What follows belongs to an exercise in optimizing a design on an open flow for small area; a production flow would make more cautious choices.
In this exercise RTL edits were held to simulation tests only and were not proved equivalent to the original.
No activity file was given, so power comes from the tool's default toggle rates.

## flow/design.v

```verilog
package uart_alu_pkg;
  localparam int HEADER_BYTES = 4;
  localparam logic [7:0] OP_ECHO  = 8'hEC;
  localparam logic [7:0] OP_ADD32 = 8'hAD;
  localparam logic [7:0] OP_MUL32 = 8'h88;
  typedef enum logic [2:0] {
    ST_IDLE,
    ST_RSV,
    ST_LEN_LO,
    ST_LEN_HI,
    ST_PAYLOAD,
    ST_RESULT
  } state_e;
  function automatic logic [31:0] alu_apply(input logic [7:0]  op,
                                            input logic [31:0] acc,
                                            input logic [31:0] operand);
    alu_apply = (op == OP_MUL32) ? acc * operand : acc + operand;
  endfunction
endpackage
module uart_alu_top #(
  parameter int PRESCALE   = 33,
  parameter int DATA_WIDTH = 8
) (
  input  logic clk,
  input  logic rst,
  input  logic rxd,
  output logic txd
);
  logic [5:0] ph;    
  logic [1:0] c3;    
  logic       h;     
  logic       pend;  
  logic       hi;    
  assign pend = ph[5] && ph[3] && ph[1] && ph[0];
  assign hi   = ph[5];
  always_ff @(posedge clk) begin
    ph <= pend ? 6'd0 : ph + 6'd1;
    if (pend) begin
      if (c3 == 2'd2) begin
        c3 <= 2'd0;
        h  <= ~h;
      end else begin
        c3 <= c3 + 2'd1;
      end
    end
  end
  logic [43:0] a, b;
  logic        a_in, b_in;
  logic        db;     
  always_ff @(posedge clk) begin
    a  <= {a_in, a[43:1]};
    b  <= {b_in, b[43:1]};
    db <= b[0];
  end
  logic r_bit;
  always_comb begin
    unique case (ph[4:3])
      2'd0: r_bit = b[32];
      2'd1: r_bit = b[24];
      2'd2: r_bit = b[16];
      default: r_bit = b[8];
    endcase
  end
  localparam logic [3:0] RX_IDLE = 4'd0, RX_START = 4'd1, RX_STOP = 4'd2, RX_WAITH = 4'd3,
                         RX_BP = 4'd4, RX_BP2 = 4'd5;
  logic [3:0] rx_st;
  logic       rx_ph;      
  logic       rx_pass;    
  logic       rx_samp;    
  assign rx_pass = (c3 == 2'd0) && (h == rx_ph);
  assign rx_samp = rx_pass && rx_st[3] && hi && !ph[3] && (ph[2:0] == rx_st[2:0]);
  always_ff @(posedge clk) begin
    if (rst) begin
      rx_st <= RX_IDLE;
    end else if (rx_st == RX_IDLE) begin
      if (!rxd) begin
        rx_st <= RX_START;
        rx_ph <= ~h;
      end
    end else if (rx_st == RX_WAITH) begin
      if (rxd) rx_st <= RX_IDLE;
    end else if (rx_st[3:1] == 3'b010) begin
      if (pend) rx_st <= (rx_st == RX_BP) ? RX_BP2 : RX_IDLE;
    end else if (rx_pass && pend) begin
      if (rx_st == RX_START)      rx_st <= 4'd8;
      else if (rx_st == 4'd15)    rx_st <= RX_STOP;
      else if (rx_st == RX_STOP)  rx_st <= rxd ? RX_BP : RX_WAITH;
      else                        rx_st <= rx_st + 4'd1;
    end
  end
  localparam logic [1:0] P_HDR = 2'd0, P_PAY = 2'd1, P_RES = 2'd2;
  logic [1:0] pst;
  logic       bp;           
  logic       bp2;          
  assign bp  = (rx_st == RX_BP);
  assign bp2 = (rx_st == RX_BP2);
  logic       fe, fa, fm;   
  logic [1:0] idx;          
  logic       mul;          
  logic       bk;           
  logic       ep;           
  logic       cy, brw;
  localparam logic [7:0] K_ECHO = 8'hEC, K_ADD = 8'hAD, K_MUL = 8'h88;
  logic op_pass, rsv_pass, llo_pass, lhi_pass, pay_pass, dec2;
  assign op_pass  = bp && (pst == P_HDR) && (idx == 2'd0);
  assign rsv_pass = bp && (pst == P_HDR) && (idx == 2'd1);
  assign llo_pass = bp && (pst == P_HDR) && (idx == 2'd2);
  assign lhi_pass = bp && (pst == P_HDR) && (idx == 2'd3);
  assign pay_pass = bp && (pst == P_PAY);
  assign dec2     = bp2 && (pst == P_PAY || idx == 2'd3);
  logic lval, dsub, diff_a, bout_a, diff_b, bout_b;
  assign lval   = (lhi_pass && ph[3]) ? b[36] : a[0];
  assign dsub   = (ph[3:0] == 4'd0) || (lhi_pass && ph[3:0] == 4'd2);
  assign diff_a = lval ^ dsub ^ brw;
  assign bout_a = (!lval && (dsub || brw)) || (dsub && brw);
  assign diff_b = b[0] ^ brw;
  assign bout_b = !b[0] && brw;
  logic y, sum;
  always_comb begin
    if (pay_pass && fa) y = (ph[4:3] == idx) && r_bit;
    else if (mul)       y = bk && b[0];
    else                y = 1'b0;
  end
  assign sum = a[0] ^ y ^ cy;
  localparam logic [3:0] TX_IDLE = 4'd0, TX_START = 4'd1, TX_STOP = 4'd2,
                         TX_MUL1 = 4'd4, TX_MUL2 = 4'd5;
  logic [3:0] tx_st;
  logic       txq;
  logic       tx_tick, req_res, req, tx_shift;
  assign tx_tick  = pend && h && (c3 == 2'd2);
  assign mul      = (tx_st[3:1] == 3'b010);
  assign req_res  = (pst == P_RES);
  assign req      = ep || req_res;
  assign tx_shift = !h && (c3 == 2'd0) && tx_st[3];
  assign txd      = txq;
  always_comb begin
    if (hi) begin
      if (llo_pass && !ph[3])          a_in = b[0];
      else if (lhi_pass || pay_pass)   a_in = diff_a;
      else                             a_in = a[0];
    end else begin
      if (tx_shift)                    a_in = (ph[4:0] != 5'd31) && a[1];
      else if (rsv_pass)               a_in = (ph[4:0] == 5'd0) && fm;
      else if (pay_pass && fe)         a_in = r_bit;
      else if (pay_pass && fm && idx == 2'd0) a_in = 1'b0;
      else                             a_in = sum;
    end
  end
  always_comb begin
    if (hi && !ph[3]) begin
      if (rx_samp)                     b_in = rxd;
      else if (mul)                    b_in = (ph[2:0] != 3'd7) && b[1];
      else                             b_in = b[0];
    end else if (hi) begin
      if (lhi_pass)                    b_in = b[40];
      else if (dec2)                   b_in = diff_b;
      else                             b_in = b[0];
    end else begin
      if (pay_pass && fm && idx == 2'd0) b_in = a[0];
      else if (mul)                    b_in = (ph[4:0] != 5'd0) && db;
      else                             b_in = b[0];
    end
  end
  always_ff @(posedge clk) begin
    cy <= hi ? 1'b0 : (a[0] & y) | (a[0] & cy) | (y & cy);
    if (hi && (lhi_pass || pay_pass))  brw <= bout_a;
    else if (hi && ph[3] && dec2)      brw <= bout_b;
    else if (!bp && !bp2)              brw <= 1'b0;
    if (pend) bk <= b[33];
    if (op_pass) begin
      if (ph == 6'd0) begin
        fe <= 1'b1; fa <= 1'b1; fm <= 1'b1;
      end else if (hi && !ph[3]) begin
        if (b[0] != K_ECHO[ph[2:0]]) fe <= 1'b0;
        if (b[0] != K_ADD[ph[2:0]])  fa <= 1'b0;
        if (b[0] != K_MUL[ph[2:0]])  fm <= 1'b0;
      end
    end
  end
  always_ff @(posedge clk) begin
    if (rst) begin
      pst   <= P_HDR;
      idx   <= 2'd0;
      ep    <= 1'b0;
      tx_st <= TX_IDLE;
      txq   <= 1'b1;
    end else begin
      if (pend) begin
        if (pay_pass && fm) tx_st <= TX_MUL1;
        else if (mul && c3 == 2'd0 && h != rx_ph) tx_st <= (tx_st == TX_MUL1) ? TX_MUL2 : TX_IDLE;
        if (pay_pass && fe) ep <= 1'b1;
        if (bp2) begin
          if (pst == P_HDR) begin
            idx <= idx + 2'd1;
            if (idx == 2'd3) pst <= bout_b ? ((fa || fm) ? P_RES : P_HDR) : P_PAY;
          end else if (pst == P_PAY) begin
            if (bout_b) begin
              idx <= 2'd0;
              pst <= (fa || fm) ? P_RES : P_HDR;
            end else begin
              idx <= idx + 2'd1;
            end
          end
        end
      end
      if (tx_tick) begin
        unique case (tx_st)
          TX_IDLE, TX_STOP: begin
            if (req) begin
              txq   <= 1'b0;
              tx_st <= TX_START;
              ep    <= 1'b0;
              if (req_res) begin
                idx <= idx + 2'd1;
                if (idx == 2'd3) pst <= P_HDR;
              end
            end else begin
              tx_st <= TX_IDLE;
            end
          end
          TX_MUL1, TX_MUL2: ;
          TX_START: begin
            txq   <= a[1];
            tx_st <= 4'd8;
          end
          4'd15: begin
            txq   <= 1'b1;
            tx_st <= TX_STOP;
          end
          default: begin
            txq   <= a[1];
            tx_st <= tx_st + 4'd1;
          end
        endcase
      end
    end
  end
endmodule
```

## flow/flow/run.sh

```bash
#!/bin/bash
set -uo pipefail
WD=$(pwd)
RES=$WD/orfs/results/${FLOW_PLATFORM}/uart_alu_top/base
LIB=$FLOW_HOME/platforms/${FLOW_PLATFORM}/lib/sky130_fd_sc_hd__tt_025C_1v80.lib
YOSYS=$(command -v yosys || echo "$FLOW_HOME/../tools/install/yosys/bin/yosys")

# 1. standard synthesis only
bash standard.sh "$RES/1_2_yosys.v" > standard_synth.log 2>&1 || exit 1
cp "$RES/1_2_yosys.v" synth_standard.v

# 2. area re-map of the combinational logic
sed -e "s#@LIB@#$LIB#g" -e "s#@IN@#$WD/synth_standard.v#g" -e "s#@OUT@#$WD/synth_remap.v#g" \
    -e "s#@ABC@#$WD/flow/area.abc#g" -e "s#@TOP@#$FLOW_TOP#g" flow/remap.ys > remap.ys
"$YOSYS" -l remap.log -s remap.ys > /dev/null 2>&1 || exit 1
cp synth_remap.v "$RES/1_2_yosys.v"
touch "$RES/1_2_yosys.v"

# 3. the rest of the standard flow, with a lighter clock tree
export CTS_ARGS="-sink_clustering_enable -repair_clock_nets -buf_list sky130_fd_sc_hd__clkbuf_4 -dont_use_dummy_load"
bash standard.sh > standard.log 2>&1
```

## flow/flow/area.abc

```
strash
&get -n
&st
&syn2
&dch -f
&nf -a -R 1000
&st
&syn2
&dch -f
&nf -a -R 1000
&put
```

## flow/flow/remap.ys

```
# Re-map the combinational cells of the standard synthesis netlist for area.
# Sequential cells are black boxes, so registers pass through untouched.
read_liberty -ignore_miss_func @LIB@
blackbox =*__df* =*__edf* =*__sdf* =*__sedf* =*__dl* =*__sdl* =*lpflow*
read_verilog @IN@
hierarchy -top @TOP@
flatten
opt_clean -purge
abc -liberty @LIB@ -script @ABC@ -dont_use sky130_fd_sc_hd__probe_p_8 -dont_use sky130_fd_sc_hd__probec_p_8 -dont_use *lpflow*
opt_clean -purge
hierarchy -top @TOP@
delete =sky130_fd_sc_hd__*
rename -hide w:*.*
opt_clean -purge
stat
write_verilog -noattr -nohex -nodec @OUT@
```

## flow/standard.sh

```bash
#!/bin/bash
# synth_recipe.tcl (not shown) runs the flow's synth.tcl, then flattens the netlist and writes it again
# the make line also repeats each setting of config.mk as NAME=value (left out here)
make -C /OpenROAD-flow-scripts/flow DESIGN_CONFIG=/design/flow/config.mk WORK_HOME=/design/flow/orfs CLKGATE_MAP_FILE= SYNTH_SCRIPT=/design/flow/synth_recipe.tcl "${@:-finish}"
```

## flow/config.mk

```make
export PLATFORM = sky130hd
export DESIGN_NAME = uart_alu_top
export DESIGN_NICKNAME = uart_alu_top
export VERILOG_FILES = /design/flow/design.v
export SDC_FILE = /design/flow/constraint.sdc
export NUM_CORES = 4
export LEC_CHECK = 0
export CAP_MARGIN = 20
export CORE_MARGIN = 2
export CORE_UTILIZATION = 70
export SLEW_MARGIN = 20
```

## flow/constraint.sdc

```tcl
create_clock -name core_clock -period 10.0 [get_ports {clk}]
set_input_delay 2.0000 -clock core_clock [delete_from_list [all_inputs] [get_ports {clk}]]
set_output_delay 2.0000 -clock core_clock [all_outputs]
set_load 0.01 [all_outputs]
```

==> flow_results.xml, run 1 <==
<?xml version="1.0" encoding="UTF-8"?>
<metrics>
  <group name="logic_synthesis">
    <metric name="synthesis.area" unit="um^2">3697</metric>
    <metric name="synthCells" unit="">339</metric>
    <metric name="ys_warn_count" unit="">1</metric>
    <metric name="synth.avg_cell_area" unit="um^2">10.91</metric>
    <metric name="mapped_nets" unit="">342</metric>
  </group>
  <group name="timing">
    <metric name="clock_skew" unit="ns">0.03605</metric>
    <metric name="hold_violations" unit="">0</metric>
    <metric name="finalHoldWorstSlack" unit="ns">0.3005</metric>
    <metric name="tns" unit="ns">0</metric>
    <metric name="slew_headroom" unit="">0.4384</metric>
    <metric name="timing.final.setup_violations" unit="">0</metric>
    <metric name="max_freq" unit="MHz">279.9</metric>
    <metric name="slew_violations" unit="">0</metric>
    <metric name="final_critical_path_setup_slack" unit="ns">6.427</metric>
    <metric name="grt_setup_unrepaired" unit="">no</metric>
    <metric name="timing.final.crit_share" unit="">0.3573</metric>
    <metric name="post-route-min-period" unit="ns">3.573</metric>
    <metric name="tightest_slew" unit="ns">0.8406</metric>
  </group>
  <group name="worst_setup_path">
    <metric name="worst_reg2reg_path_endpoint" unit="">tx_st[3]$_SDFF_PP0_</metric>
    <metric name="timing.setup.critical_path_class" unit="">input port to flop</metric>
    <metric name="reg2reg_depth" unit="">9</metric>
    <metric name="crit_family" unit="">simple AND/OR/NAND/NOR gates</metric>
    <metric name="critical_path.n_buffers_inverters" unit="">1</metric>
    <metric name="reg2reg_setup_slack" unit="ns">7.14</metric>
    <metric name="critical_path_depth" unit="">7</metric>
    <metric name="critical_path.endpoint_type" unit="">flop</metric>
    <metric name="worst-path-max-fanout" unit="">6</metric>
    <metric name="worst_path_max_delay_cell" unit="">sky130_fd_sc_hd__clkdlybuf4s50_1</metric>
    <metric name="worstSetupEndpoint" unit="">rx_st[3]$_SDFFE_PP0P_</metric>
    <metric name="worst-endpoint-required" unit="ns">10.37</metric>
    <metric name="setup.worst_path.start_class" unit="">input port</metric>
    <metric name="worst-endpoint-arrival" unit="ns">3.94</metric>
    <metric name="crit-reg2reg-launch" unit="">ph[3]$_SDFF_PP0_</metric>
    <metric name="startpoint" unit="">rxd</metric>
    <metric name="crit_chain" unit="">clkdlybuf4s50_1 -&gt; nor4b_1 -&gt; a221oi_1 -&gt; o22ai_1 -&gt; and2_0 -&gt; nor2_1 -&gt; a2111oi_0</metric>
    <metric name="cp_slowest_stage_delay" unit="ns">0.50</metric>
  </group>
  <group name="power_and_ir_drop">
    <metric name="powerDensity" unit="nW/um^2">178.1</metric>
    <metric name="power.total" unit="uW">702.0</metric>
    <metric name="leakage" unit="nW">1.452</metric>
    <metric name="worst_ir_drop_vdd" unit="V">0.0001616</metric>
  </group>
  <group name="worst_hold_path">
    <metric name="min_path_type" unit="">flop to flop</metric>
    <metric name="min-delay-start" unit="">b[41]$_DFF_P_</metric>
  </group>
  <group name="die">
    <metric name="start_util" unit="">0.7239</metric>
    <metric name="ioPinCount" unit="">4</metric>
    <metric name="std_cell_rows" unit="">26</metric>
    <metric name="die_w" unit="um">76.68</metric>
    <metric name="die-height" unit="um">76.68</metric>
    <metric name="die_area" unit="um^2">5879</metric>
    <metric name="core-area" unit="um^2">5107</metric>
  </group>
  <group name="cts">
    <metric name="cts_num_sinks" unit="">119</metric>
    <metric name="tritoncts_clock_tree" unit="">built</metric>
    <metric name="cts_hold_repair.buffers" unit="">0</metric>
    <metric name="worst_setup_hold_path_clk_slew" unit="ns">0.10</metric>
    <metric name="cts_buffers" unit="">17</metric>
    <metric name="cts_max_level" unit="">4</metric>
    <metric name="insertion_delay" unit="ns">0.49</metric>
    <metric name="postCtsSetupBuffers" unit="">0</metric>
    <metric name="cts_max_path_buffers" unit="">2</metric>
    <metric name="cts_root_buffer" unit="">sky130_fd_sc_hd__clkbuf_4</metric>
    <metric name="ctsResizeCount" unit="">0</metric>
  </group>
  <group name="global_routing">
    <metric name="pin_count_of_the_biggest_net_entering_global_routing" unit="">17</metric>
    <metric name="grt-ovfl-total" unit="">0</metric>
    <metric name="grt.total_usage" unit="">0.2683</metric>
    <metric name="vias_in_the_first_global_route" unit="">2483</metric>
    <metric name="initial_antenna_violation_count" unit="">0</metric>
    <metric name="grt_pass1_wl" unit="um">12010</metric>
  </group>
  <group name="place">
    <metric name="global_placement_routability_congestion" unit="">0.9045</metric>
    <metric name="half_perimeter_wire_length_after_placement" unit="um">4684</metric>
    <metric name="preCtsSetupSlack" unit="ns">5.925</metric>
    <metric name="numPortBuffers" unit="">3</metric>
  </group>
  <group name="routing">
    <metric name="dr.first_iter.drc_count" unit="">244</metric>
    <metric name="post_drt_via_cell_ratio" unit="">6.035</metric>
    <metric name="antenna_violating_nets_post_route" unit="">0</metric>
    <metric name="dr.pass1.iters" unit="">7</metric>
    <metric name="detailroute.via_count" unit="">2589</metric>
    <metric name="post_drt_wl_per_cell" unit="um">16.16</metric>
    <metric name="routed_wl" unit="um">6932</metric>
    <metric name="drc" unit="">0</metric>
  </group>
  <group name="layout">
    <metric name="drive_gt1_frac" unit="">0.05014</metric>
    <metric name="final_common_cell" unit="">sky130_fd_sc_hd__dfxtp_1</metric>
    <metric name="syn2layout_area_growth" unit="%">6.633</metric>
    <metric name="commonest_non_fill_non_tap_cells_in_the_layout" unit="">sky130_fd_sc_hd__dfxtp_1, sky130_fd_sc_hd__nor2_1, sky130_fd_sc_hd__a21oi_1</metric>
    <metric name="final_net_count" unit="">364</metric>
    <metric name="diodes" unit="">0</metric>
  </group>
  <group name="run_status">
    <metric name="outcome" unit="">timing/DRC/antenna clean</metric>
  </group>
  <group name="flow_run">
    <metric name="drv_cap" unit="">0</metric>
  </group>
</metrics>
==> registers in the layout, indices dropped and copies added (netlist names), 2 cells and up <==
| signal | count |
|---|---|
| a | 44 |
| b | 44 |
| c3 | 2 |
| idx | 2 |
| ph | 6 |
| pst | 2 |
| rx_st | 4 |
| tx_st | 4 |
==> report_power, final <==
| group | switching, mW | internal (mW) |
|---|---|---|
| clock network | 0.135 | 0.0776 |
| logic | 0.00449 | 0.00364 |
| registers | 0.00172 | 0.479 |
==> worst reg2reg max path, stage by stage, from the launching register on <==
cell	delay, ns
sky130_fd_sc_hd__dfxtp_1	0.64
sky130_fd_sc_hd__nand4_1	0.47
sky130_fd_sc_hd__clkinv_1	0.41
sky130_fd_sc_hd__nand2_1	0.13
sky130_fd_sc_hd__nor2_1	0.21
sky130_fd_sc_hd__nand2_1	0.21
sky130_fd_sc_hd__nor2_1	0.22
sky130_fd_sc_hd__nor2_1	0.12
sky130_fd_sc_hd__o21ai_0	0.21
sky130_fd_sc_hd__a21oi_1	0.10
==> worst min path at each step <==
stage	cells after the start	endpoint
6_report	0	b[40]$_DFF_P_
5_1_grt	0	b[40]$_DFF_P_
4_1_cts	0	b[40]$_DFF_P_
3_5_place_dp	0	b[2]$_DFF_P_
3_3_place_gp	0	a[7]$_DFF_P_
2_1_floorplan	0	a[10]$_DFF_P_
==> cell type report <==
cell class / count / area [um^2]
fillers: 346 / 1165
flip-flops and latches: 119 / 2472
repair buffers: 3 / 30.03
multi-input cells: 207 / 1176
clock buffers: 17 / 127.6
inverters: 13 / 48.80
well taps: 70 / 87.58
==> per-stage QoR <==
| step | cells | cell area (um^2) | util |
|---|---|---|---|
| 2_1_floorplan | 339 | 3697 | - |
| 3_3_place_gp | 412 | 3815 | 0.7469 |
| 3_5_place_dp | 412 | 3815 | 0.7469 |
| 4_1_cts | 429 | 3943 | 0.7719 |
| 5_1_grt | 429 | 3943 | 0.7719 |
| 6_report | 429 | 3943 | 0.7719 |
==> routing by layer <==
metal,global-route usage,share of wire
met1,0.3591,0.44
met2,0.4088,0.47
met3,0.07176,0.063
met4,0.1273,0.024
met5,0,0
==> inputs of run 2 (changes only) <==
--- a/flow/flow/run.sh
+++ b/flow/flow/run.sh
@@ -12,9 +12,15 @@
 # 2. area re-map of the combinational logic
 sed -e "s#@LIB@#$LIB#g" -e "s#@IN@#$WD/synth_standard.v#g" -e "s#@OUT@#$WD/synth_remap.v#g" \
     -e "s#@ABC@#$WD/flow/area.abc#g" -e "s#@TOP@#$FLOW_TOP#g" flow/remap.ys > remap.ys
-"$YOSYS" -l remap.log -s remap.ys > /dev/null 2>&1 || exit 1
-cp synth_remap.v "$RES/1_2_yosys.v"
-touch "$RES/1_2_yosys.v"
+# keep the standard netlist if the re-map fails or changes the register count
+nregs() { grep -cE '^ *sky130_fd_sc_hd__(e|s|se)?df' "$1"; }
+if "$YOSYS" -l remap.log -s remap.ys > /dev/null 2>&1 && [[ -s synth_remap.v ]] \
+   && [[ $(nregs synth_remap.v) -eq $(nregs synth_standard.v) ]]; then
+  cp synth_remap.v "$RES/1_2_yosys.v"
+  touch "$RES/1_2_yosys.v"
+else
+  echo "re-map not used" > remap_skipped.txt
+fi
 
 # 3. the rest of the standard flow, with a lighter clock tree
 export CTS_ARGS="-sink_clustering_enable -repair_clock_nets -buf_list sky130_fd_sc_hd__clkbuf_4 -dont_use_dummy_load"
==> flow/flow/area.abc (replaced) <==
strash
&get -n
&st
&deepsyn -T 40
&dch -f
&nf -a -R 2000
&put
==> run 2 against run 1 <==
Final area shrank 4.3%. Hold slack better by 0.014 ns. Worst setup slack improved by 0.21 ns. Global-route usage down 1.0 points. First-iteration DRC count fell by 3.3%. Total power increased by 6.2%. Flip-flop and latch count did not move. Register-to-register slack is essentially flat. Sequential power up 4.2%. Critical path depth shrank 6. Largest power group unchanged.
==> flow_results.xml, run 2 <==
<?xml version="1.0" encoding="UTF-8"?>
<metrics>
  <group name="cts">
    <metric name="cts_root_buffer" unit="">sky130_fd_sc_hd__clkbuf_4</metric>
    <metric name="cts_max_path_buffers" unit="">2</metric>
    <metric name="ctsResizeCount" unit="">0</metric>
    <metric name="cts_max_level" unit="">4</metric>
    <metric name="cts_num_sinks" unit="">119</metric>
    <metric name="tritoncts_clock_tree" unit="">built</metric>
    <metric name="insertion_delay" unit="ns">0.51</metric>
    <metric name="cts_buffers" unit="">17</metric>
    <metric name="postCtsSetupBuffers" unit="">0</metric>
    <metric name="worst_setup_hold_path_clk_slew" unit="ns">0.10</metric>
    <metric name="cts_hold_repair.buffers" unit="">0</metric>
  </group>
  <group name="layout">
    <metric name="diodes" unit="">0</metric>
    <metric name="finalCoreUtilization" unit="">0.7880</metric>
    <metric name="final_net_count" unit="">328</metric>
    <metric name="post-route-cell-area" unit="um^2">3771</metric>
    <metric name="syn2layout_area_growth" unit="%">7.069</metric>
    <metric name="reg_top3" unit="">a: 44 flops, b: 44 flops, ph: 6 flops</metric>
    <metric name="final_common_cell" unit="">sky130_fd_sc_hd__dfxtp_1</metric>
    <metric name="drive_gt1_frac" unit="">0.05882</metric>
    <metric name="commonest_non_fill_non_tap_cells_in_the_layout" unit="">sky130_fd_sc_hd__dfxtp_1, sky130_fd_sc_hd__nor2_1, sky130_fd_sc_hd__nand2_1, sky130_fd_sc_hd__a21oi_1, sky130_fd_sc_hd__clkbuf_4</metric>
  </group>
  <group name="die">
    <metric name="die-height" unit="um">74.94</metric>
    <metric name="ioPinCount" unit="">4</metric>
    <metric name="core-area" unit="um^2">4786</metric>
    <metric name="std_cell_rows" unit="">25</metric>
    <metric name="start_util" unit="">0.7359</metric>
    <metric name="die_area" unit="um^2">5615</metric>
    <metric name="die_w" unit="um">74.94</metric>
  </group>
  <group name="worst_setup_path">
    <metric name="worst_path_max_delay_cell" unit="">sky130_fd_sc_hd__clkdlybuf4s50_1</metric>
    <metric name="crit_family" unit="">buffers and inverters</metric>
    <metric name="reg2reg_setup_slack" unit="ns">7.13</metric>
    <metric name="crit_chain" unit="">clkdlybuf4s50_1</metric>
    <metric name="critical_path.n_buffers_inverters" unit="">1</metric>
    <metric name="worst-path-max-fanout" unit="">2</metric>
    <metric name="worst-endpoint-required" unit="ns">8.00</metric>
    <metric name="critical_path.endpoint_type" unit="">output port</metric>
    <metric name="worst-endpoint-arrival" unit="ns">1.36</metric>
    <metric name="timing.setup.critical_path_class" unit="">flop to output port</metric>
    <metric name="cp_slowest_stage_delay" unit="ns">0.53</metric>
    <metric name="setup.worst_path.start_class" unit="">flop</metric>
  </group>
  <group name="power_and_ir_drop">
    <metric name="intPower" unit="uW">582.5</metric>
    <metric name="swShare" unit="">0.2187</metric>
    <metric name="worst_ir_drop_vdd" unit="V">0.0001433</metric>
    <metric name="power.share.combinational" unit="">0.041</metric>
    <metric name="pwr-share-seq" unit="">0.672</metric>
    <metric name="powerDensity" unit="nW/um^2">197.7</metric>
    <metric name="clock_power_share" unit="">0.288</metric>
    <metric name="leakage" unit="nW">1.432</metric>
    <metric name="switching_power" unit="uW">163.0</metric>
    <metric name="power.total" unit="uW">745.5</metric>
  </group>
  <group name="timing">
    <metric name="tns" unit="ns">0</metric>
    <metric name="post-route-min-period" unit="ns">3.361</metric>
    <metric name="slew_headroom" unit="">0.3569</metric>
    <metric name="max_freq" unit="MHz">297.6</metric>
    <metric name="tightest_slew" unit="ns">0.9625</metric>
    <metric name="slew_violations" unit="">0</metric>
    <metric name="timing.final.setup_violations" unit="">0</metric>
    <metric name="grt_setup_unrepaired" unit="">no</metric>
    <metric name="finalHoldWorstSlack" unit="ns">0.3142</metric>
    <metric name="clock_skew" unit="ns">0.03754</metric>
    <metric name="hold_violations" unit="">0</metric>
    <metric name="timing.final.crit_share" unit="">0.3361</metric>
  </group>
  <group name="worst_hold_path">
    <metric name="min_path_type" unit="">flop to flop</metric>
  </group>
  <group name="logic_synthesis">
    <metric name="synthCells" unit="">302</metric>
    <metric name="mapped_nets" unit="">305</metric>
    <metric name="ys_warn_count" unit="">1</metric>
    <metric name="synthesis.area" unit="um^2">3522</metric>
    <metric name="synth.avg_cell_area" unit="um^2">11.66</metric>
  </group>
  <group name="global_routing">
    <metric name="grt.total_usage" unit="">0.2580</metric>
    <metric name="grt-ovfl-total" unit="">0</metric>
    <metric name="pin_count_of_the_biggest_net_entering_global_routing" unit="">17</metric>
    <metric name="vias_in_the_first_global_route" unit="">2141</metric>
    <metric name="grt_pass1_wl" unit="um">9929</metric>
    <metric name="initial_antenna_violation_count" unit="">0</metric>
  </group>
  <group name="routing">
    <metric name="dr.pass1.iters" unit="">4</metric>
    <metric name="routed_met2_length" unit="um">2864</metric>
    <metric name="post_drt_via_cell_ratio" unit="">5.649</metric>
    <metric name="dr.max_layer_used" unit="">met4</metric>
    <metric name="detailroute.via_count" unit="">2203</metric>
    <metric name="routed_wl" unit="um">6151</metric>
    <metric name="dr_wl_met3" unit="um">533</metric>
    <metric name="antenna_violating_nets_post_route" unit="">0</metric>
    <metric name="post_drt_wl_per_cell" unit="um">15.77</metric>
    <metric name="drc" unit="">0</metric>
    <metric name="met1Wirelength" unit="um">2645</metric>
    <metric name="dr.first_iter.drc_count" unit="">236</metric>
  </group>
  <group name="place">
    <metric name="numPortBuffers" unit="">3</metric>
    <metric name="global_placement_routability_congestion" unit="">0.9203</metric>
    <metric name="half_perimeter_wire_length_after_placement" unit="um">4145</metric>
    <metric name="dpl-instance-area" unit="um^2">3643</metric>
  </group>
  <group name="run_status">
    <metric name="outcome" unit="">timing/DRC/antenna clean</metric>
  </group>
  <group name="flow_run">
    <metric name="drv_cap" unit="">0</metric>
  </group>
</metrics>
run 2: worst register-to-register path, stage by stage (launching register included):
cell and delay (ns):
sky130_fd_sc_hd__dfxtp_1 0.41, sky130_fd_sc_hd__clkinv_1 0.16, sky130_fd_sc_hd__or3_1 0.44, sky130_fd_sc_hd__nor3_1 0.30, sky130_fd_sc_hd__and2_0 0.37, sky130_fd_sc_hd__nand2_1 0.16
sky130_fd_sc_hd__a31oi_1 0.22, sky130_fd_sc_hd__a21oi_1 0.11, sky130_fd_sc_hd__xnor2_1 0.20, sky130_fd_sc_hd__a31oi_1 0.13, sky130_fd_sc_hd__o32ai_1 0.30
run 2: stage by stage:
step           setup WS (ns)  instances
2_1_floorplan          7.390        302
3_3_place_gp           6.613        373
3_5_place_dp           6.602        373
4_1_cts                6.609        390
5_1_grt                6.557        390
6_report               6.639        390
run 2: power by group through the flow:
stage / combinational, mW / clock, mW / sequential [mW]
floorplan: 0.0213 / 0 / 0.509
global route: 0.0346 / 0.239 / 0.503
global placement: 0.0294 / 0 / 0.511
detailed placement: 0.0297 / 0 / 0.512
finish: 0.0302 / 0.215 / 0.501
CTS: 0.0301 / 0.219 / 0.501
run 2: per-layer routing:
metal  vias up  track usage
met4         0       0.1488
met2        79       0.3782
met1      1020       0.3260
li1       1094            -
met3        10       0.1004
met5         -            0
run 2: path summary, 6_finish.rpt:
| path | start | end | cells past startpoint |
|---|---|---|---|
| max | txq$_SDFFE_PP1P_ | txd | 1 |
| min | a[24]$_DFF_P_ | a[23]$_DFF_P_ | 0 |
| max reg2reg | rx_st[2]$_SDFFE_PP0P_ | a[43]$_DFF_P_ | 10 |
| min reg2reg | a[24]$_DFF_P_ | a[23]$_DFF_P_ | 0 |
run 2: area by class of cell:
cell class | count | area [um^2]
multi-input cells | 173 | 1012
clock buffers | 17 | 127.6
flip-flops and latches | 119 | 2472
well taps | 67 | 83.83
repair buffers | 4 | 37.54
inverters | 10 | 37.54
fillers | 294 | 1015
==> inputs of run 3 (changes only) <==
--- a/flow/design.v
+++ b/flow/design.v
@@ -94,13 +94,26 @@
   logic       bp2;          
   assign bp  = (rx_st == RX_BP);
   assign bp2 = (rx_st == RX_BP2);
-  logic       fe, fa, fm;   
+  logic [1:0] cls;          
+  logic       fe, fa, fm;
+  localparam logic [1:0] C_NONE = 2'd0, C_ECHO = 2'd1, C_ADD = 2'd2, C_MUL = 2'd3;
+  assign fe = (cls == C_ECHO);
+  assign fa = (cls == C_ADD);
+  assign fm = (cls == C_MUL);
   logic [1:0] idx;          
   logic       mul;          
   logic       bk;           
-  logic       ep;           
   logic       cy, brw;
   localparam logic [7:0] K_ECHO = 8'hEC, K_ADD = 8'hAD, K_MUL = 8'h88;
+  logic kbit;    
+  always_comb begin
+    unique case (cls)
+      C_ECHO:  kbit = K_ECHO[ph[2:0]];
+      C_ADD:   kbit = K_ADD[ph[2:0]];
+      C_MUL:   kbit = K_MUL[ph[2:0]];
+      default: kbit = !b[0];
+    endcase
+  end
   logic op_pass, rsv_pass, llo_pass, lhi_pass, pay_pass, dec2;
   assign op_pass  = bp && (pst == P_HDR) && (idx == 2'd0);
   assign rsv_pass = bp && (pst == P_HDR) && (idx == 2'd1);
@@ -122,15 +135,15 @@
     else                y = 1'b0;
   end
   assign sum = a[0] ^ y ^ cy;
-  localparam logic [3:0] TX_IDLE = 4'd0, TX_START = 4'd1, TX_STOP = 4'd2,
-                         TX_MUL1 = 4'd4, TX_MUL2 = 4'd5;
+  localparam logic [3:0] TX_IDLE = 4'd0, TX_IDLEP = 4'd1, TX_STOP = 4'd2, TX_STOPP = 4'd3,
+                         TX_MUL1 = 4'd4, TX_MUL2 = 4'd5, TX_START = 4'd6;
   logic [3:0] tx_st;
   logic       txq;
   logic       tx_tick, req_res, req, tx_shift;
   assign tx_tick  = pend && h && (c3 == 2'd2);
   assign mul      = (tx_st[3:1] == 3'b010);
   assign req_res  = (pst == P_RES);
-  assign req      = ep || req_res;
+  assign req      = req_res;
   assign tx_shift = !h && (c3 == 2'd0) && tx_st[3];
   assign txd      = txq;
   always_comb begin
@@ -139,7 +152,7 @@
       else if (lhi_pass || pay_pass)   a_in = diff_a;
       else                             a_in = a[0];
     end else begin
-      if (tx_shift)                    a_in = (ph[4:0] != 5'd31) && a[1];
+      if (tx_shift)                    a_in = a[1];    
       else if (rsv_pass)               a_in = (ph[4:0] == 5'd0) && fm;
       else if (pay_pass && fe)         a_in = r_bit;
       else if (pay_pass && fm && idx == 2'd0) a_in = 1'b0;
@@ -149,7 +162,7 @@
   always_comb begin
     if (hi && !ph[3]) begin
       if (rx_samp)                     b_in = rxd;
-      else if (mul)                    b_in = (ph[2:0] != 3'd7) && b[1];
+      else if (mul)                    b_in = b[1];    
       else                             b_in = b[0];
     end else if (hi) begin
       if (lhi_pass)                    b_in = b[40];
@@ -167,28 +180,23 @@
     else if (hi && ph[3] && dec2)      brw <= bout_b;
     else if (!bp && !bp2)              brw <= 1'b0;
     if (pend) bk <= b[33];
-    if (op_pass) begin
-      if (ph == 6'd0) begin
-        fe <= 1'b1; fa <= 1'b1; fm <= 1'b1;
-      end else if (hi && !ph[3]) begin
-        if (b[0] != K_ECHO[ph[2:0]]) fe <= 1'b0;
-        if (b[0] != K_ADD[ph[2:0]])  fa <= 1'b0;
-        if (b[0] != K_MUL[ph[2:0]])  fm <= 1'b0;
-      end
+    if (op_pass && hi && !ph[3]) begin
+      if (ph[2:0] == 3'd0)                      cls <= b[0] ? C_ADD : C_ECHO;
+      else if (ph[2:0] == 3'd2 && cls == C_ECHO) cls <= b[0] ? C_ECHO : C_MUL;
+      else if (b[0] != kbit)                    cls <= C_NONE;
     end
   end
   always_ff @(posedge clk) begin
     if (rst) begin
       pst   <= P_HDR;
       idx   <= 2'd0;
-      ep    <= 1'b0;
       tx_st <= TX_IDLE;
       txq   <= 1'b1;
     end else begin
       if (pend) begin
         if (pay_pass && fm) tx_st <= TX_MUL1;
+        else if (pay_pass && fe) tx_st <= tx_st | TX_IDLEP;    
         else if (mul && c3 == 2'd0 && h != rx_ph) tx_st <= (tx_st == TX_MUL1) ? TX_MUL2 : TX_IDLE;
-        if (pay_pass && fe) ep <= 1'b1;
         if (bp2) begin
           if (pst == P_HDR) begin
             idx <= idx + 2'd1;
@@ -205,11 +213,10 @@
       end
       if (tx_tick) begin
         unique case (tx_st)
-          TX_IDLE, TX_STOP: begin
-            if (req) begin
+          TX_IDLE, TX_STOP, TX_IDLEP, TX_STOPP: begin
+            if (req || tx_st[0]) begin
               txq   <= 1'b0;
               tx_st <= TX_START;
-              ep    <= 1'b0;
               if (req_res) begin
                 idx <= idx + 2'd1;
                 if (idx == 2'd3) pst <= P_HDR;
--- a/flow/flow/run.sh
+++ b/flow/flow/run.sh
@@ -23,5 +23,6 @@
 fi
 
 # 3. the rest of the standard flow, with a lighter clock tree
+export BUFFER_PORTS_ARGS="-inputs -outputs -buffer_cell sky130_fd_sc_hd__buf_1"
 export CTS_ARGS="-sink_clustering_enable -repair_clock_nets -buf_list sky130_fd_sc_hd__clkbuf_4 -dont_use_dummy_load"
 bash standard.sh > standard.log 2>&1
==> run 3 against run 2 <==
Clock skew down 0.0089 ns. Still clean on timing, DRC and antenna. Sequential share of layout area down 0.24 points. Final area down 1.7%. Critical endpoint unchanged. Synthesized cell count up 0.33%. Non-clock buffer count down 1. Cell count down 0.26%.
==> flow_results.xml, run 3 <==
<?xml version="1.0" encoding="UTF-8"?>
<metrics>
  <group name="run_status">
    <metric name="outcome" unit="">timing/DRC/antenna clean</metric>
  </group>
  <group name="routing">
    <metric name="post_drt_wl_per_cell" unit="um">15.42</metric>
    <metric name="post_drt_via_cell_ratio" unit="">5.784</metric>
    <metric name="detailroute.via_count" unit="">2250</metric>
    <metric name="drc" unit="">0</metric>
    <metric name="antenna_violating_nets_post_route" unit="">0</metric>
    <metric name="dr.pass1.iters" unit="">4</metric>
    <metric name="dr.first_iter.drc_count" unit="">244</metric>
    <metric name="routed_wl" unit="um">5997</metric>
  </group>
  <group name="layout">
    <metric name="diodes" unit="">0</metric>
    <metric name="final_common_cell" unit="">sky130_fd_sc_hd__dfxtp_1</metric>
    <metric name="drive_gt1_frac" unit="">0.05590</metric>
    <metric name="finalCoreUtilization" unit="">0.7749</metric>
    <metric name="syn2layout_area_growth" unit="%">6.009</metric>
    <metric name="final_net_count" unit="">327</metric>
    <metric name="commonest_non_fill_non_tap_cells_in_the_layout" unit="">sky130_fd_sc_hd__dfxtp_1, sky130_fd_sc_hd__nor2_1, sky130_fd_sc_hd__nand2_1</metric>
    <metric name="reg_top3" unit="">a: 44 flops, b: 44 flops, ph: 6 flops</metric>
  </group>
  <group name="global_routing">
    <metric name="initial_antenna_violation_count" unit="">0</metric>
    <metric name="grt-ovfl-total" unit="">0</metric>
    <metric name="grt_pass1_wl" unit="um">9867</metric>
    <metric name="vias_in_the_first_global_route" unit="">2057</metric>
    <metric name="grt.total_usage" unit="">0.2491</metric>
    <metric name="pin_count_of_the_biggest_net_entering_global_routing" unit="">17</metric>
  </group>
  <group name="cts">
    <metric name="cts_max_path_buffers" unit="">2</metric>
    <metric name="postCtsSetupBuffers" unit="">0</metric>
    <metric name="cts_hold_repair.buffers" unit="">0</metric>
    <metric name="cts_max_level" unit="">4</metric>
    <metric name="tritoncts_clock_tree" unit="">built</metric>
    <metric name="ctsResizeCount" unit="">0</metric>
    <metric name="insertion_delay" unit="ns">0.48</metric>
    <metric name="cts_root_buffer" unit="">sky130_fd_sc_hd__clkbuf_4</metric>
    <metric name="cts_buffers" unit="">17</metric>
    <metric name="cts_num_sinks" unit="">117</metric>
    <metric name="worst_setup_hold_path_clk_slew" unit="ns">0.10</metric>
  </group>
  <group name="die">
    <metric name="die-height" unit="um">74.70</metric>
    <metric name="core-area" unit="um^2">4786</metric>
    <metric name="ioPinCount" unit="">4</metric>
    <metric name="std_cell_rows" unit="">25</metric>
    <metric name="start_util" unit="">0.7310</metric>
    <metric name="die_w" unit="um">74.70</metric>
    <metric name="die_area" unit="um^2">5579</metric>
  </group>
  <group name="power_and_ir_drop">
    <metric name="worst_ir_drop_vdd" unit="V">0.0001542</metric>
    <metric name="swShare" unit="">0.1953</metric>
    <metric name="powerDensity" unit="nW/um^2">184.1</metric>
    <metric name="clock_power_share" unit="">0.304</metric>
    <metric name="leakage" unit="nW">1.380</metric>
    <metric name="switching_power" unit="uW">133.3</metric>
    <metric name="intPower" unit="uW">549.4</metric>
    <metric name="pwr-share-seq" unit="">0.690</metric>
    <metric name="power.share.combinational" unit="">0.005</metric>
  </group>
  <group name="timing">
    <metric name="timing.final.crit_share" unit="">0.2929</metric>
    <metric name="max_freq" unit="MHz">341.4</metric>
    <metric name="tightest_slew" unit="ns">0.7503</metric>
    <metric name="hold_violations" unit="">0</metric>
    <metric name="slew_headroom" unit="">0.4987</metric>
    <metric name="grt_setup_unrepaired" unit="">no</metric>
    <metric name="slew_violations" unit="">0</metric>
    <metric name="timing.final.setup_violations" unit="">0</metric>
    <metric name="final_critical_path_setup_slack" unit="ns">7.071</metric>
    <metric name="tns" unit="ns">0</metric>
    <metric name="clock_skew" unit="ns">0.02867</metric>
    <metric name="post-route-min-period" unit="ns">2.929</metric>
  </group>
  <group name="worst_setup_path">
    <metric name="worst-endpoint-arrival" unit="ns">0.93</metric>
    <metric name="reg2reg_depth" unit="">9</metric>
    <metric name="critical_path.n_buffers_inverters" unit="">1</metric>
    <metric name="cp_slowest_stage_delay" unit="ns">0.32</metric>
    <metric name="worst_reg2reg_path_endpoint" unit="">txq$_SDFFE_PP1P_</metric>
    <metric name="worst_path_max_delay_cell" unit="">sky130_fd_sc_hd__dfxtp_1</metric>
    <metric name="crit_family" unit="">flip-flops</metric>
    <metric name="worst-endpoint-required" unit="ns">8.00</metric>
    <metric name="setup.worst_path.start_class" unit="">flop</metric>
    <metric name="reg2reg_setup_slack" unit="ns">7.13</metric>
    <metric name="crit_chain" unit="">buf_1</metric>
    <metric name="worst-path-max-fanout" unit="">2</metric>
    <metric name="timing.setup.critical_path_class" unit="">flop to output port</metric>
    <metric name="critical_path.endpoint_type" unit="">output port</metric>
    <metric name="crit-reg2reg-launch" unit="">ph[1]$_SDFF_PP0_</metric>
  </group>
  <group name="place">
    <metric name="global_placement_routability_congestion" unit="">0.8897</metric>
    <metric name="preCtsSetupSlack" unit="ns">6.875</metric>
    <metric name="half_perimeter_wire_length_after_placement" unit="um">4020</metric>
    <metric name="numPortBuffers" unit="">3</metric>
  </group>
  <group name="logic_synthesis">
    <metric name="synthCells" unit="">303</metric>
    <metric name="ys_warn_count" unit="">1</metric>
    <metric name="synth.avg_cell_area" unit="um^2">11.55</metric>
    <metric name="mapped_nets" unit="">306</metric>
    <metric name="synthesis.area" unit="um^2">3498</metric>
  </group>
  <group name="worst_hold_path">
    <metric name="holdPathEnd" unit="">b[27]$_DFF_P_</metric>
    <metric name="min_path_type" unit="">flop to flop</metric>
    <metric name="min-delay-start" unit="">b[28]$_DFF_P_</metric>
    <metric name="min_delay_path_depth" unit="">0</metric>
  </group>
  <group name="flow_run">
    <metric name="drv_cap" unit="">0</metric>
  </group>
</metrics>
-- run 3: cell types whose count changed in the layout (fill, tap and decap cells not counted), sizes merged, moves of 3 or more --
cell / before / now
and3: 3 / 6
nor2: 31 / 27
nor3: 14 / 11
a211oi: 1 / 4
a21o: 1 / 4
clkdlybuf4s50: 3 / 0
o21ai: 8 / 17
a31oi: 6 / 3
-- run 3: worst max-delay path by stage --
stage                                start                to  slack (ns)  depth (start not counted)
after floorplan                        rxd   rx_ph$_DFFE_PP_        7.06                          2
after global routing      ph[1]$_SDFF_PP0_  txq$_SDFFE_PP1P_        6.78                          9
after detailed placement               rst  txq$_SDFFE_PP1P_        6.87                          4
final                     txq$_SDFFE_PP1P_               txd        7.07                          1
after CTS                 txq$_SDFFE_PP1P_               txd        7.03                          1
after global placement                 rxd   rx_ph$_DFFE_PP_        6.91                          3
-- run 3: power by group through the flow --
stage | Combinational, mW | Sequential, mW | Clock (mW)
4_1_cts | 0.00361 | 0.471 | 0.216
5_1_grt | 0.00404 | 0.471 | 0.233
6_report | 0.00366 | 0.471 | 0.208
3_5_place_dp | 0.00362 | 0.482 | 0
2_1_floorplan | 0.00271 | 0.482 | 0
3_3_place_gp | 0.00346 | 0.482 | 0
-- run 3: metal layers --
layer  share of wire  global-route usage  vias to the layer above
li1                -                   -                     1107
met1            0.46              0.3336                     1046
met2            0.46              0.3668                       85
met5               0                   0                        -
met3           0.067             0.08434                       12
met4           0.015              0.1210                        0
-- run 3: worst reg2reg max path: stages, from the launching register on --
cell                       delay (ns)
sky130_fd_sc_hd__dfxtp_1         0.53
sky130_fd_sc_hd__clkinv_1        0.14
sky130_fd_sc_hd__nor2_1          0.18
sky130_fd_sc_hd__and3_1          0.55
sky130_fd_sc_hd__nand2_1         0.13
sky130_fd_sc_hd__nor2_1          0.31
sky130_fd_sc_hd__nand2_1         0.17
sky130_fd_sc_hd__nor4_1          0.50
sky130_fd_sc_hd__a21oi_1         0.08
sky130_fd_sc_hd__a21o_1          0.17
-- run 3: per-stage QoR --
| stage | hold slack (ns) | total power [mW] | cell area [um^2] | instances |
|---|---|---|---|---|
| finish | 0.3082 | 0.6827 | 3709 | 389 |
| global route | 0.3197 | 0.7082 | 3709 | 389 |
| CTS | 0.3102 | 0.6907 | 3709 | 389 |
| detailed placement | 0.3121 | 0.4857 | 3581 | 372 |
| global placement | 0.3104 | 0.4856 | 3581 | 372 |
| floorplan | 0.3096 | 0.4846 | 3498 | 303 |
-- run 3: final cells by class --
class | count | area, um^2
Timing Repair Buffer | 3 | 11.26
Multi-Input combinational cell | 176 | 1030
Sequential cell | 117 | 2422
Inverter | 9 | 33.78
Tap cell | 67 | 83.83
Clock buffer | 17 | 127.6
Fill cell | 311 | 1077
==> inputs of run 4 (changes only) <==
--- a/flow/design.v
+++ b/flow/design.v
@@ -120,7 +120,7 @@
   assign llo_pass = bp && (pst == P_HDR) && (idx == 2'd2);
   assign lhi_pass = bp && (pst == P_HDR) && (idx == 2'd3);
   assign pay_pass = bp && (pst == P_PAY);
-  assign dec2     = bp2 && (pst == P_PAY || idx == 2'd3);
+  assign dec2     = bp2;    
   logic lval, dsub, diff_a, bout_a, diff_b, bout_b;
   assign lval   = (lhi_pass && ph[3]) ? b[36] : a[0];
   assign dsub   = (ph[3:0] == 4'd0) || (lhi_pass && ph[3:0] == 4'd2);
==> flow/flow/run.sh (replaced) <==
#!/bin/bash
set -uo pipefail
WD=$(pwd)
RES=$WD/orfs/results/${FLOW_PLATFORM}/uart_alu_top/base
LIB=$FLOW_HOME/platforms/${FLOW_PLATFORM}/lib/sky130_fd_sc_hd__tt_025C_1v80.lib
YOSYS=$(command -v yosys || echo "$FLOW_HOME/../tools/install/yosys/bin/yosys")

# 1. standard synthesis only
bash standard.sh "$RES/1_2_yosys.v" > standard_synth.log 2>&1 || exit 1
cp "$RES/1_2_yosys.v" synth_standard.v

# 2. area re-map of the combinational logic, four seeds in parallel
nregs() { grep -cE '^ *sky130_fd_sc_hd__(e|s|se)?df' "$1"; }
for s in 1 2 3 4; do
  sed -e "s#@SEED@#$s#g" flow/area.abc > area_$s.abc
  sed -e "s#@LIB@#$LIB#g" -e "s#@IN@#$WD/synth_standard.v#g" -e "s#@OUT@#$WD/synth_remap_$s.v#g" \
      -e "s#@ABC@#$WD/area_$s.abc#g" -e "s#@TOP@#$FLOW_TOP#g" flow/remap.ys > remap_$s.ys
  "$YOSYS" -l remap_$s.log -s remap_$s.ys > /dev/null 2>&1 &
done
wait
best=""; best_area=""
for s in 1 2 3 4; do
  area=$(grep -oP "Chip area for module .*: \K[0-9.]+" remap_$s.log | tail -1)
  [[ -s synth_remap_$s.v && -n "$area" ]] || continue
  [[ $(nregs synth_remap_$s.v) -eq $(nregs synth_standard.v) ]] || continue
  if [[ -z "$best" ]] || awk "BEGIN{exit !($area < $best_area)}"; then best=$s; best_area=$area; fi
done
echo "seed ${best:-none} area ${best_area:-none}" > remap_choice.txt
if [[ -n "$best" ]]; then
  cp synth_remap_$best.v "$RES/1_2_yosys.v"
  touch "$RES/1_2_yosys.v"
fi

# 3. the rest of the standard flow, with a lighter clock tree and small port buffers
export BUFFER_PORTS_ARGS="-inputs -outputs -buffer_cell sky130_fd_sc_hd__buf_1"
export CTS_ARGS="-sink_clustering_enable -repair_clock_nets -buf_list sky130_fd_sc_hd__clkbuf_4 -dont_use_dummy_load"
bash standard.sh > standard.log 2>&1
==> flow/flow/area.abc (replaced) <==
strash
&get -n
&st
&deepsyn -T 30 -S @SEED@
&nf -a -R 3000
&put
--- a/flow/flow/remap.ys
+++ b/flow/flow/remap.ys
@@ -12,5 +12,5 @@
 delete =sky130_fd_sc_hd__*
 rename -hide w:*.*
 opt_clean -purge
-stat
+stat -liberty @LIB@
 write_verilog -noattr -nohex -nodec @OUT@
==> run 4 against run 3 <==
Critical path depth grew 9. Core utilization grew 0.15 points. Still clean on timing, DRC and antenna. Die area shrank 1.5%. Maximum frequency shrank 3.0%. Global-route usage grew 0.94 points. Largest power group unchanged. Critical path type is now flop to flop. Synthesized cell count shrank 0.66%. Cell count shrank 0.26%.
==> flow_results.xml, run 4 <==
<?xml version="1.0" encoding="UTF-8"?>
<metrics>
  <group name="run_status">
    <metric name="outcome" unit="">timing/DRC/antenna clean</metric>
  </group>
  <group name="timing">
    <metric name="tightest_slew" unit="ns">0.8868</metric>
    <metric name="slew_violations" unit="">0</metric>
    <metric name="tns" unit="ns">0</metric>
    <metric name="timing.final.crit_share" unit="">0.3020</metric>
    <metric name="clock_skew" unit="ns">0.02498</metric>
    <metric name="timing.final.setup_violations" unit="">0</metric>
    <metric name="slew_headroom" unit="">0.4075</metric>
    <metric name="hold_violations" unit="">0</metric>
    <metric name="final_critical_path_setup_slack" unit="ns">6.980</metric>
    <metric name="post-route-min-period" unit="ns">3.020</metric>
    <metric name="max_freq" unit="MHz">331.1</metric>
    <metric name="grt_setup_unrepaired" unit="">no</metric>
  </group>
  <group name="die">
    <metric name="ioPinCount" unit="">4</metric>
    <metric name="die-height" unit="um">74.15</metric>
    <metric name="die_w" unit="um">74.15</metric>
    <metric name="start_util" unit="">0.7293</metric>
    <metric name="die_area" unit="um^2">5498</metric>
    <metric name="core-area" unit="um^2">4723</metric>
    <metric name="std_cell_rows" unit="">25</metric>
  </group>
  <group name="layout">
    <metric name="syn2layout_area_growth" unit="%">6.466</metric>
    <metric name="diodes" unit="">0</metric>
    <metric name="reg_top3" unit="">a: 44 flops, b: 44 flops, ph: 6 flops</metric>
    <metric name="post-route-cell-area" unit="um^2">3667</metric>
    <metric name="final_net_count" unit="">326</metric>
    <metric name="drive_gt1_frac" unit="">0.05607</metric>
    <metric name="stdcell_count" unit="">388</metric>
    <metric name="commonest_non_fill_non_tap_cells_in_the_layout" unit="">sky130_fd_sc_hd__dfxtp_1, sky130_fd_sc_hd__nor2_1, sky130_fd_sc_hd__nand2_1</metric>
    <metric name="final_common_cell" unit="">sky130_fd_sc_hd__dfxtp_1</metric>
  </group>
  <group name="worst_setup_path">
    <metric name="worst-path-max-fanout" unit="">7</metric>
    <metric name="worst-endpoint-arrival" unit="ns">3.35</metric>
    <metric name="worst_path_max_delay_cell" unit="">sky130_fd_sc_hd__a2111oi_0</metric>
    <metric name="worst-endpoint-required" unit="ns">10.33</metric>
    <metric name="cp_common_cell" unit="">sky130_fd_sc_hd__nand2_1</metric>
    <metric name="critical_path.endpoint_type" unit="">flop</metric>
    <metric name="crit_chain" unit="">nand2_1 -&gt; or2_0 -&gt; nor3_1 -&gt; nand2_1 -&gt; a2111oi_0 -&gt; xnor2_1 -&gt; o21bai_1 -&gt; a21oi_1 -&gt; a31oi_1 -&gt; o31ai_1</metric>
    <metric name="timing.setup.critical_path_class" unit="">flop to flop</metric>
    <metric name="cp_slowest_stage_delay" unit="ns">0.67</metric>
    <metric name="setup.worst_path.start_class" unit="">flop</metric>
  </group>
  <group name="cts">
    <metric name="cts_root_buffer" unit="">sky130_fd_sc_hd__clkbuf_4</metric>
    <metric name="insertion_delay" unit="ns">0.48</metric>
    <metric name="ctsResizeCount" unit="">0</metric>
    <metric name="cts_max_path_buffers" unit="">2</metric>
    <metric name="postCtsSetupBuffers" unit="">0</metric>
    <metric name="cts_num_sinks" unit="">117</metric>
    <metric name="worst_setup_hold_path_clk_slew" unit="ns">0.09</metric>
    <metric name="cts_max_level" unit="">4</metric>
    <metric name="cts_hold_repair.buffers" unit="">0</metric>
    <metric name="cts_buffers" unit="">17</metric>
    <metric name="tritoncts_clock_tree" unit="">built</metric>
  </group>
  <group name="power_and_ir_drop">
    <metric name="power.total" unit="uW">745.1</metric>
    <metric name="worst_ir_drop_vdd" unit="V">0.0001474</metric>
    <metric name="powerDensity" unit="nW/um^2">203.2</metric>
    <metric name="leakage" unit="nW">1.365</metric>
  </group>
  <group name="routing">
    <metric name="dr.first_iter.drc_count" unit="">137</metric>
    <metric name="detailroute.via_count" unit="">2245</metric>
    <metric name="drc" unit="">0</metric>
    <metric name="antenna_violating_nets_post_route" unit="">0</metric>
    <metric name="routed_wl" unit="um">6089</metric>
    <metric name="post_drt_wl_per_cell" unit="um">15.69</metric>
    <metric name="dr.pass1.iters" unit="">5</metric>
    <metric name="post_drt_via_cell_ratio" unit="">5.786</metric>
  </group>
  <group name="place">
    <metric name="dp.cells" unit="">371</metric>
    <metric name="preCtsSetupSlack" unit="ns">6.635</metric>
    <metric name="numPortBuffers" unit="">3</metric>
    <metric name="half_perimeter_wire_length_after_placement" unit="um">4129</metric>
    <metric name="dpl-instance-area" unit="um^2">3540</metric>
    <metric name="global_placement_routability_congestion" unit="">0.8710</metric>
  </group>
  <group name="logic_synthesis">
    <metric name="synthCells" unit="">301</metric>
    <metric name="synth.avg_cell_area" unit="um^2">11.44</metric>
    <metric name="synthesis.area" unit="um^2">3445</metric>
    <metric name="ys_warn_count" unit="">1</metric>
    <metric name="mapped_nets" unit="">304</metric>
  </group>
  <group name="global_routing">
    <metric name="vias_in_the_first_global_route" unit="">2113</metric>
    <metric name="grt_pass1_wl" unit="um">10050</metric>
    <metric name="initial_antenna_violation_count" unit="">0</metric>
    <metric name="grt-ovfl-total" unit="">0</metric>
    <metric name="grt.total_usage" unit="">0.2585</metric>
    <metric name="pin_count_of_the_biggest_net_entering_global_routing" unit="">17</metric>
  </group>
  <group name="flow_run">
    <metric name="drv_cap" unit="">0</metric>
  </group>
  <group name="worst_hold_path">
    <metric name="min_path_type" unit="">flop to flop</metric>
  </group>
</metrics>
## run 4: layout make-up
cell class / count / area [um^2]
Inverter: 13 / 48.80
Timing Repair Buffer: 3 / 11.26
Multi-Input combinational cell: 171 / 973.4
Tap cell: 67 / 83.83
Clock buffer: 17 / 127.6
Fill cell: 311 / 1056
Sequential cell: 117 / 2422
## run 4: stage by stage
| stage | hold slack, ns | utilization |
|---|---|---|
| floorplan | 0.3096 | - |
| global placement | 0.3105 | 0.7494 |
| detailed placement | 0.3121 | 0.7494 |
| CTS | 0.2954 | 0.7764 |
| global route | 0.2948 | 0.7764 |
| finish | 0.3021 | 0.7764 |
## run 4: metal layers
| layer | wire [um] | vias to the layer above | GRT usage | part of all wire |
|---|---|---|---|---|
| li1 | - | 1116 | - | - |
| met1 | 2752 | 1027 | 0.3443 | 0.45 |
| met2 | 2809 | 82 | 0.3651 | 0.46 |
| met3 | 364 | 20 | 0.09079 | 0.060 |
| met4 | 162 | 0 | 0.1535 | 0.027 |
| met5 | 0 | - | 0 | 0 |
## run 4: worst paths after layout
kind	from	end	slack, ns	depth (start not counted)
hold reg to reg	a[18]$_DFF_P_	a[17]$_DFF_P_	0.30	0
setup reg to reg	rx_st[2]$_SDFFE_PP0P_	a[43]$_DFF_P_	6.98	10
setup / recovery	rx_st[2]$_SDFFE_PP0P_	a[43]$_DFF_P_	6.98	10
hold / removal	a[18]$_DFF_P_	a[17]$_DFF_P_	0.30	0
## run 4: worst max-delay path, delay by kind of cell, from the launching register on
family                    cells  cell delay, ns
DFF                           1            0.44
and+or+nand+nor               4            1.09
AOI/OAI and AO/OA             5            1.19
xor gates and xnor gates      1            0.16
## run 4: report_power, final
part / internal, mW / switching, mW
sequential: 0.479 / 0.0118
clock: 0.0776 / 0.131
combinational: 0.0180 / 0.0274
total: 0.575 / 0.170
==> inputs of run 5 (changes only) <==
--- a/flow/design.v
+++ b/flow/design.v
@@ -105,15 +105,8 @@
   logic       bk;           
   logic       cy, brw;
   localparam logic [7:0] K_ECHO = 8'hEC, K_ADD = 8'hAD, K_MUL = 8'h88;
-  logic kbit;    
-  always_comb begin
-    unique case (cls)
-      C_ECHO:  kbit = K_ECHO[ph[2:0]];
-      C_ADD:   kbit = K_ADD[ph[2:0]];
-      C_MUL:   kbit = K_MUL[ph[2:0]];
-      default: kbit = !b[0];
-    endcase
-  end
+  logic [7:0] rbyte;
+  assign rbyte = b[39:32];
   logic op_pass, rsv_pass, llo_pass, lhi_pass, pay_pass, dec2;
   assign op_pass  = bp && (pst == P_HDR) && (idx == 2'd0);
   assign rsv_pass = bp && (pst == P_HDR) && (idx == 2'd1);
@@ -135,7 +128,7 @@
     else                y = 1'b0;
   end
   assign sum = a[0] ^ y ^ cy;
-  localparam logic [3:0] TX_IDLE = 4'd0, TX_IDLEP = 4'd1, TX_STOP = 4'd2, TX_STOPP = 4'd3,
+  localparam logic [3:0] TX_IDLE = 4'd0, TX_IDLEP = 4'd1,
                          TX_MUL1 = 4'd4, TX_MUL2 = 4'd5, TX_START = 4'd6;
   logic [3:0] tx_st;
   logic       txq;
@@ -180,10 +173,11 @@
     else if (hi && ph[3] && dec2)      brw <= bout_b;
     else if (!bp && !bp2)              brw <= 1'b0;
     if (pend) bk <= b[33];
-    if (op_pass && hi && !ph[3]) begin
-      if (ph[2:0] == 3'd0)                      cls <= b[0] ? C_ADD : C_ECHO;
-      else if (ph[2:0] == 3'd2 && cls == C_ECHO) cls <= b[0] ? C_ECHO : C_MUL;
-      else if (b[0] != kbit)                    cls <= C_NONE;
+    if (op_pass && ph == 6'd0) begin
+      if (rbyte == K_ECHO)     cls <= C_ECHO;
+      else if (rbyte == K_ADD) cls <= C_ADD;
+      else if (rbyte == K_MUL) cls <= C_MUL;
+      else                     cls <= C_NONE;
     end
   end
   always_ff @(posedge clk) begin
@@ -195,7 +189,7 @@
     end else begin
       if (pend) begin
         if (pay_pass && fm) tx_st <= TX_MUL1;
-        else if (pay_pass && fe) tx_st <= tx_st | TX_IDLEP;    
+        else if (pay_pass && fe) tx_st <= TX_IDLEP;
         else if (mul && c3 == 2'd0 && h != rx_ph) tx_st <= (tx_st == TX_MUL1) ? TX_MUL2 : TX_IDLE;
         if (bp2) begin
           if (pst == P_HDR) begin
@@ -213,7 +207,7 @@
       end
       if (tx_tick) begin
         unique case (tx_st)
-          TX_IDLE, TX_STOP, TX_IDLEP, TX_STOPP: begin
+          TX_IDLE, TX_IDLEP: begin
             if (req || tx_st[0]) begin
               txq   <= 1'b0;
               tx_st <= TX_START;
@@ -232,7 +226,7 @@
           end
           4'd15: begin
             txq   <= 1'b1;
-            tx_st <= TX_STOP;
+            tx_st <= TX_IDLE;
           end
           default: begin
             txq   <= a[1];
==> run 5 against run 4 <==
Still clean. Synthesized area decreased by 0.54%. Critical path depth decreased by 9. Sequential share of layout area increased by 0.34 points. Global-route usage decreased by 0.37 points. Core utilization decreased by 0.40 points. Routed wire length increased by 0.43%. Register-to-register slack improved by 0.14 ns. Largest power group unchanged.
==> flow_results.xml, run 5 <==
<?xml version="1.0" encoding="UTF-8"?>
<metrics>
  <group name="run_status">
    <metric name="outcome" unit="">timing/DRC/antenna clean</metric>
  </group>
  <group name="logic_synthesis">
    <metric name="synthCells" unit="">292</metric>
    <metric name="mapped_nets" unit="">295</metric>
    <metric name="ys_warn_count" unit="">1</metric>
    <metric name="synth.avg_cell_area" unit="um^2">11.73</metric>
    <metric name="synthesis.area" unit="um^2">3426</metric>
  </group>
  <group name="worst_setup_path">
    <metric name="crit-reg2reg-launch" unit="">rx_st[2]$_SDFFE_PP0P_</metric>
    <metric name="worst_path_max_delay_cell" unit="">sky130_fd_sc_hd__dfxtp_1</metric>
    <metric name="startpoint" unit="">txq$_SDFFE_PP1P_</metric>
    <metric name="cp_slowest_stage_delay" unit="ns">0.33</metric>
    <metric name="crit_chain" unit="">buf_1</metric>
    <metric name="worst-path-max-fanout" unit="">2</metric>
    <metric name="setup.worst_path.start_class" unit="">flop</metric>
    <metric name="crit_family" unit="">flip-flops</metric>
    <metric name="timing.setup.critical_path_class" unit="">flop to output port</metric>
    <metric name="worst_reg2reg_path_endpoint" unit="">a[43]$_DFF_P_</metric>
    <metric name="reg2reg_depth" unit="">9</metric>
    <metric name="worst-endpoint-arrival" unit="ns">0.96</metric>
    <metric name="critical_path.n_buffers_inverters" unit="">1</metric>
    <metric name="critical_path.endpoint_type" unit="">output port</metric>
    <metric name="reg2reg_setup_slack" unit="ns">7.12</metric>
    <metric name="worst-endpoint-required" unit="ns">8.00</metric>
  </group>
  <group name="layout">
    <metric name="diodes" unit="">0</metric>
    <metric name="drive_gt1_frac" unit="">0.05769</metric>
    <metric name="register_area" unit="um^2">2422</metric>
    <metric name="commonest_non_fill_non_tap_cells_in_the_layout" unit="">sky130_fd_sc_hd__dfxtp_1, sky130_fd_sc_hd__a21oi_1, sky130_fd_sc_hd__nor2_1</metric>
    <metric name="reg_top3" unit="">a: 44 flops, b: 44 flops, ph: 6 flops</metric>
    <metric name="final_net_count" unit="">317</metric>
    <metric name="finalCoreUtilization" unit="">0.7725</metric>
    <metric name="fillers" unit="">273</metric>
    <metric name="final_common_cell" unit="">sky130_fd_sc_hd__dfxtp_1</metric>
    <metric name="multi_input_comb_area" unit="um^2">958.4</metric>
    <metric name="syn2layout_area_growth" unit="%">6.501</metric>
  </group>
  <group name="routing">
    <metric name="routed_wl" unit="um">6115</metric>
    <metric name="dr.first_iter.drc_count" unit="">224</metric>
    <metric name="dr.pass1.iters" unit="">5</metric>
    <metric name="post_drt_via_cell_ratio" unit="">5.913</metric>
    <metric name="detailroute.via_count" unit="">2241</metric>
    <metric name="antenna_violating_nets_post_route" unit="">0</metric>
    <metric name="post_drt_wl_per_cell" unit="um">16.13</metric>
    <metric name="drc" unit="">0</metric>
  </group>
  <group name="timing">
    <metric name="slew_headroom" unit="">0.5280</metric>
    <metric name="max_freq" unit="MHz">337.7</metric>
    <metric name="post-route-min-period" unit="ns">2.961</metric>
    <metric name="hold_violations" unit="">0</metric>
    <metric name="grt_setup_unrepaired" unit="">no</metric>
    <metric name="timing.final.setup_violations" unit="">0</metric>
    <metric name="timing.final.crit_share" unit="">0.2961</metric>
    <metric name="tightest_slew" unit="ns">0.6902</metric>
    <metric name="clock_skew" unit="ns">0.03835</metric>
    <metric name="slew_violations" unit="">0</metric>
    <metric name="tns" unit="ns">0</metric>
  </group>
  <group name="global_routing">
    <metric name="pin_count_of_the_biggest_net_entering_global_routing" unit="">17</metric>
    <metric name="grt-ovfl-total" unit="">0</metric>
    <metric name="grt.total_usage" unit="">0.2548</metric>
    <metric name="initial_antenna_violation_count" unit="">0</metric>
    <metric name="vias_in_the_first_global_route" unit="">2102</metric>
    <metric name="grt_pass1_wl" unit="um">9929</metric>
  </group>
  <group name="power_and_ir_drop">
    <metric name="leakage" unit="nW">1.315</metric>
    <metric name="worst_ir_drop_vdd" unit="V">0.0001769</metric>
    <metric name="powerDensity" unit="nW/um^2">201.6</metric>
  </group>
  <group name="cts">
    <metric name="cts_max_level" unit="">4</metric>
    <metric name="cts_root_buffer" unit="">sky130_fd_sc_hd__clkbuf_4</metric>
    <metric name="cts_hold_repair.buffers" unit="">0</metric>
    <metric name="insertion_delay" unit="ns">0.49</metric>
    <metric name="postCtsSetupBuffers" unit="">0</metric>
    <metric name="ctsResizeCount" unit="">0</metric>
    <metric name="worst_setup_hold_path_clk_slew" unit="ns">0.10</metric>
    <metric name="cts_num_sinks" unit="">117</metric>
    <metric name="cts_max_path_buffers" unit="">2</metric>
    <metric name="cts_buffers" unit="">17</metric>
    <metric name="tritoncts_clock_tree" unit="">built</metric>
  </group>
  <group name="worst_hold_path">
    <metric name="holdPathEnd" unit="">b[42]$_DFF_P_</metric>
    <metric name="min-delay-start" unit="">b[43]$_DFF_P_</metric>
    <metric name="min_path_type" unit="">flop to flop</metric>
    <metric name="min_delay_path_depth" unit="">0</metric>
  </group>
  <group name="die">
    <metric name="die_area" unit="um^2">5469</metric>
    <metric name="core-area" unit="um^2">4723</metric>
    <metric name="start_util" unit="">0.7253</metric>
    <metric name="die-height" unit="um">73.96</metric>
    <metric name="ioPinCount" unit="">4</metric>
    <metric name="die_w" unit="um">73.96</metric>
    <metric name="std_cell_rows" unit="">25</metric>
  </group>
  <group name="flow_run">
    <metric name="drv_cap" unit="">0</metric>
  </group>
  <group name="place">
    <metric name="global_placement_routability_congestion" unit="">0.9034</metric>
    <metric name="numPortBuffers" unit="">3</metric>
    <metric name="half_perimeter_wire_length_after_placement" unit="um">4118</metric>
  </group>
</metrics>
[run 5: stage by stage]
stage | instance area, um^2 | worst slack, ns | cells | power, mW | hold WS (ns)
after floorplan | 3426 | 7.292 | 292 | 0.5244 | 0.3096
after global placement | 3521 | 7.122 | 362 | 0.5351 | 0.3112
after detailed placement | 3521 | 7.093 | 362 | 0.5356 | 0.3121
after CTS | 3649 | 6.989 | 379 | 0.7389 | 0.3119
after global routing | 3649 | 6.872 | 379 | 0.7672 | 0.3146
final | 3649 | 7.039 | 379 | 0.7354 | 0.3121
[run 5: how the worst max path moves through the flow]
stage / end / slack, ns / depth (start not counted)
finish: txd / 7.04 / 1
global route: a[43]$_DFF_P_ / 6.87 / 9
CTS: txd / 6.99 / 1
detailed placement: rx_ph$_DFFE_PP_ / 7.09 / 5
global placement: rx_ph$_DFFE_PP_ / 7.12 / 5
floorplan: rx_ph$_DFFE_PP_ / 7.29 / 4
[run 5: final cells by class]
type                    count  area share
well taps                  67     0.02298
clock buffers              17     0.03498
inverters                  12     0.01235
repair buffers              3    0.003086
multi-input cells         163      0.2627
flip-flops and latches    117      0.6639
[run 5: per-layer routing]
| layer | wire [um] | part of all wire | global-route usage |
|---|---|---|---|
| met5 | 0 | 0 | 0 |
| met4 | 59 | 0.0096 | 0.09495 |
| met3 | 400 | 0.065 | 0.1165 |
| met2 | 2865 | 0.47 | 0.3859 |
| met1 | 2789 | 0.46 | 0.3240 |
[run 5: power by group]
group          switching, mW  leakage [nW]  internal (mW)  total, mW
sequential           0.00879         0.966          0.477      0.486
combinational         0.0243         0.271         0.0153     0.0396
clock                  0.132        0.0782         0.0776      0.210
total                  0.165          1.32          0.570      0.735

Setup slack of run 5, layout unchanged: 7.039 ns with ideal ports, 7.011 ns with driving cells assumed (clock clkbuf_16, inputs buf_2), 7.057 ns with port delays also shifted by the 0.494 ns mid clock arrival.
